Background: an optimization exercise with open tools, aiming at small area, a short achievable clock period and few clock cycles per item. Do not read the settings as production practice. The RTL was checked by simulation tests, not by an equivalence proof against the original design. Power and IR drop assume default switching activity.

==> 07-04 <==
// range_scan_object_segmenter_core
module range_scan_object_segmenter_core (
   input  wire logic        clock,
   input  wire logic        reset,
   input  wire logic        req_tvalid,
   output logic             req_tready,
   input  wire logic [23:0] req_tdata,    
   input  wire logic        req_tuser,    
   input  wire logic        req_tlast,    
   output logic             rsp_tvalid,
   input  wire logic        rsp_tready,
   output logic [71:0]      rsp_tdata,
   output logic [1:0]       rsp_tuser,    
   output logic             rsp_tlast,    
   input  wire logic        csr_we,
   input  wire logic [1:0]  csr_index,
   input  wire logic [15:0] csr_wdata
);
make LEC_CHECK=0 CAP_MARGIN=20 CORE_MARGIN=2 CORE_UTILIZATION=40 SETUP_SLACK_MARGIN=4.5 SLEW_MARGIN=20 SYNTH_MEMORY_MAX_BITS=8192 TNS_END_PERCENT=100 finish   # period 8.0 ns
run.sh (not shown) runs the stock make flow with config.mk's settings and CLKGATE_MAP_FILE= SYNTH_SCRIPT=/design/flow/synth_recipe.tcl, a recipe that flattens the netlist after the stock synthesis.
==> inputs of 12-19, as changes to 07-04 <==
--- a/flow/design.v
+++ b/flow/design.v
@@ -335,10 +335,11 @@
    logic [15:0] thr_q;
    logic [7:0]  minw_q;
    logic [3:0]  lim_q;
    logic        thr_new;      
    wire wr_thr = csr_we && (csr_index == 2'd0);
+   wire [3:0] lim_n = (csr_we && (csr_index == 2'd2)) ? csr_wdata[3:0] : lim_q;
    always_ff @(posedge clock) begin
       if (reset) begin
          thr_q  <= 16'd40;
          minw_q <= 8'd4;
          lim_q  <= 4'd8;
@@ -365,19 +366,19 @@
    logic [23:0] sum_q;
    logic [7:0]  tal_q;
    logic [3:0]  found_q;
    logic        pend_q;       
    logic [3:0]  tcnt;         
+   logic [3:0]  cap_q;        
    wire       primed_e = primed_q && !st;
    wire       track_e  = track_q && !st;
    wire [3:0] found_e  = st ? 4'd0 : found_q;
    logic [17:0] lo_q;
    logic [16:0] hi_q;
    wire drop_c = !lo_q[17] && ({1'b0, rng} <= lo_q[16:0]);
    wire rise_c = {1'b0, rng} > hi_q;
-   wire [3:0] cap = (lim_q < 4'd8) ? lim_q : 4'd8;
-   wire cok_c  = !arc_q[8] && (arc_q[7:0] >= minw_q) && (found_q < cap);
+   wire cok_c  = !arc_q[8] && (arc_q[7:0] >= minw_q) && (found_q < cap_q);
    logic drop_l, rise_l, cok_l;
    wire edge_ok = s1_edge && !(s1_first && thr_new);
    wire drop = edge_ok  ? drop_c : drop_l;
    wire rise = edge_ok  ? rise_c : rise_l;
    wire cok  = s1_first ? cok_c  : cok_l;
@@ -390,10 +391,11 @@
       if (edge_ok) begin
          drop_l <= drop_c;
          rise_l <= rise_c;
       end
       if (s1_first) cok_l <= cok_c;
+      cap_q <= reset ? 4'd8 : (lim_n < 4'd8) ? lim_n : 4'd8;
    end
    always_ff @(posedge clock) begin
       if (reset) begin
          primed_q <= 1'b0;
          track_q  <= 1'b0;
@@ -449,24 +451,27 @@
    wire pop      = pop_any && (head != 2'd1);
    logic [3:0]  u_cnt;
    logic [7:0]  u_r;
    logic [15:0] u_q;
    logic [7:0]  u_d;
-   logic [9:0]  u_d3;         
    logic [7:0]  u_first, u_arc;
    logic [3:0]  u_id;
    logic [16:0] u_s;
    logic [33:0] u_a;
    wire u_free = !u_busy && (!u_done || (head_obj && tcnt[0] && !out_v));
    wire u_load = u_free && (pend_q || (go && do_close));
    wire pend_n = (pend_q || (go && do_close)) && !u_free;
-   wire [9:0]  dx = {u_r, u_q[15:14]};
-   wire [10:0] s1 = {1'b0, dx} - {3'b000, u_d};
-   wire [10:0] s2 = {1'b0, dx} - {2'b00, u_d, 1'b0};
-   wire [10:0] s3 = {1'b0, dx} - {1'b0, u_d3};
-   wire [1:0]  dq = !s3[10] ? 2'd3 : !s2[10] ? 2'd2 : !s1[10] ? 2'd1 : 2'd0;
-   wire [7:0]  r2 = !s3[10] ? s3[7:0] : !s2[10] ? s2[7:0] : !s1[10] ? s1[7:0] : dx[7:0];
+   wire [8:0] t1  = {u_r, u_q[15]};
+   wire [9:0] t1s = {1'b0, t1} - {2'b00, u_d};
+   wire       g1  = !t1s[9];
+   wire [8:0] ta  = {t1s[7:0], u_q[14]};       
+   wire [8:0] tb  = {t1[7:0], u_q[14]};        
+   wire [9:0] tas = {1'b0, ta} - {2'b00, u_d};
+   wire [9:0] tbs = {1'b0, tb} - {2'b00, u_d};
+   wire       g2  = g1 ? !tas[9] : !tbs[9];
+   wire [7:0] r2  = g1 ? (!tas[9] ? tas[7:0] : ta[7:0])
+                       : (!tbs[9] ? tbs[7:0] : tb[7:0]);
    wire [33:0] hsum = u_a + ({32'd0, u_q[1:0]} * {17'd0, u_s});
    logic [16:0] sine;
    rsos_sine_rom u_sine (.k(u_arc), .value(sine));
    always_ff @(posedge clock) begin
       if (reset) begin
@@ -491,20 +496,19 @@
       if (u_free) begin
          u_cnt   <= 4'd0;
          u_r     <= sum_q[23:16];
          u_q     <= sum_q[15:0];
          u_d     <= tal_q;
-         u_d3    <= {2'b00, tal_q} + {1'b0, tal_q, 1'b0};
          u_first <= open_q;
          u_arc   <= arc_q[7:0];
          u_id    <= pend_q ? found_q : found_q + 4'd1;
          u_a     <= 34'd1;
       end else if (u_busy) begin
          u_cnt <= u_cnt + 4'd1;
          if (u_cnt != 4'd8) begin
             u_r <= r2;
-            u_q <= {u_q[13:0], dq};
+            u_q <= {u_q[13:0], g1, g2};
          end
          if (u_cnt != 4'd0) u_a <= {hsum[31:0], 2'b00};
       end
    end
    wire inc = push && !pop;
@@ -528,11 +532,11 @@
    always_ff @(posedge clock) begin
       if (!tcnt[3]) tok_q[wp_q] <= ptok;
       if (pop_any && !pop) tok_q[rp_q] <= 2'd3;
    end
    always_ff @(posedge clock) begin
-      if (rdy_q) begin
+      if (acc) begin
          rng <= req_tdata[15:0];
          ang <= req_tdata[23:16];
          st  <= req_tuser;
          en  <= req_tlast;
       end
CORE_UTILIZATION = 50   (was 40)
SETUP_SLACK_MARGIN = 5   (was 4.5)
==> reports/qor.log <==
INFO  floorplanning  number_of_tap_cells_inserted=672
INFO  pwr            p_int=4.134mW
INFO  pwr            net_switching=1.752mW
INFO  critical_path  cpLargestDelayFamily=compound AO/OA/AOI/OAI gates
INFO  synthesis      syn_inst=2,781
INFO  finish         area.growth.synth_to_final=23.74%
INFO  critical_path  worst_setup_path_startpoint=u_q[15]
INFO  grt            first_pass_grt_wire_length=124,700um
INFO  pwr            worst_ir_drop_vdd=0.1749mV
INFO  grt            grt.total_usage=30.46%
INFO  grt            global_route.usage.met1=40.02%
INFO  critical_path  endpoint=u_r[3]
INFO  outcome        outcome=complete, no violations
INFO  finish         multi_input_gates=2,013
INFO  critical_path  cp_max_fo=4
INFO  timing         fmaxAchievable=283.7MHz
INFO  hold_path      hold-path-endpoint=u_first[2]
INFO  synthesis      area_fraction_in_compound_gates_after_synthesis=19.49%
INFO  synthesis      yosys_register_bits=401
[end of results for 12-19]
==> reports/qor.log <==
INFO  outcome        outcome=complete, no violations
INFO  floorplanning  number_of_tap_cells_inserted=846
INFO  timing         fmaxAchievable=289.2MHz
INFO  synthesis      yosys_register_bits=406
INFO  critical_path  cpLargestDelayFamily=simple AND/OR/NAND/NOR gates
INFO  pwr            worst_ir_drop_vdd=0.2254mV
INFO  critical_path  worst_setup_path_startpoint=u_arc[0]
INFO  pwr            net_switching=1.713mW
INFO  finish         area.growth.synth_to_final=17.77%
INFO  hold_path      hold-path-endpoint=u_arc[0]
INFO  grt            grt.total_usage=22.69%
[end of results for 07-04]
Testbench counts of 07-04, summed over its fixed seeds: cycles 26,163, words 24,000.
Testbench counts of 12-19, summed over its fixed seeds: cycles 26,163, words 24,000.

==> separate check: timing with driven ports <==
How much do the figures lean on ideal ports? The routed layouts below were timed once more, with nothing changed but the port constraints.
Step 1, drivers: a clkbuf_16 drives clock and a buf_2 each remaining input, both assumed.
Step 2 also shifts input and output timing later by t, the mid clock arrival at the registers, as if the neighbouring blocks saw the same clock.
Three values: ideal, step 1, step 2; two values: the first two.
| run | t, ns | setup slack, ns | hold WS [ns] | latest minus earliest clock arrival (ns) |
|---|---|---|---|---|
| 07-04 | 0.655 | 4.543 / 4.516 / 4.276 | 0.447 / 0.447 / 0.447 | 0.034 / 0.035 |
| 12-19 | 0.645 | 4.475 / 4.475 / 4.475 | 0.443 / 0.443 / 0.443 | 0.027 / 0.027 |
After both steps every run listed still meets setup and hold. The setup slack of 07-04, which loses most, moves by -0.027 ns with the drivers and by -0.267 ns with both steps.
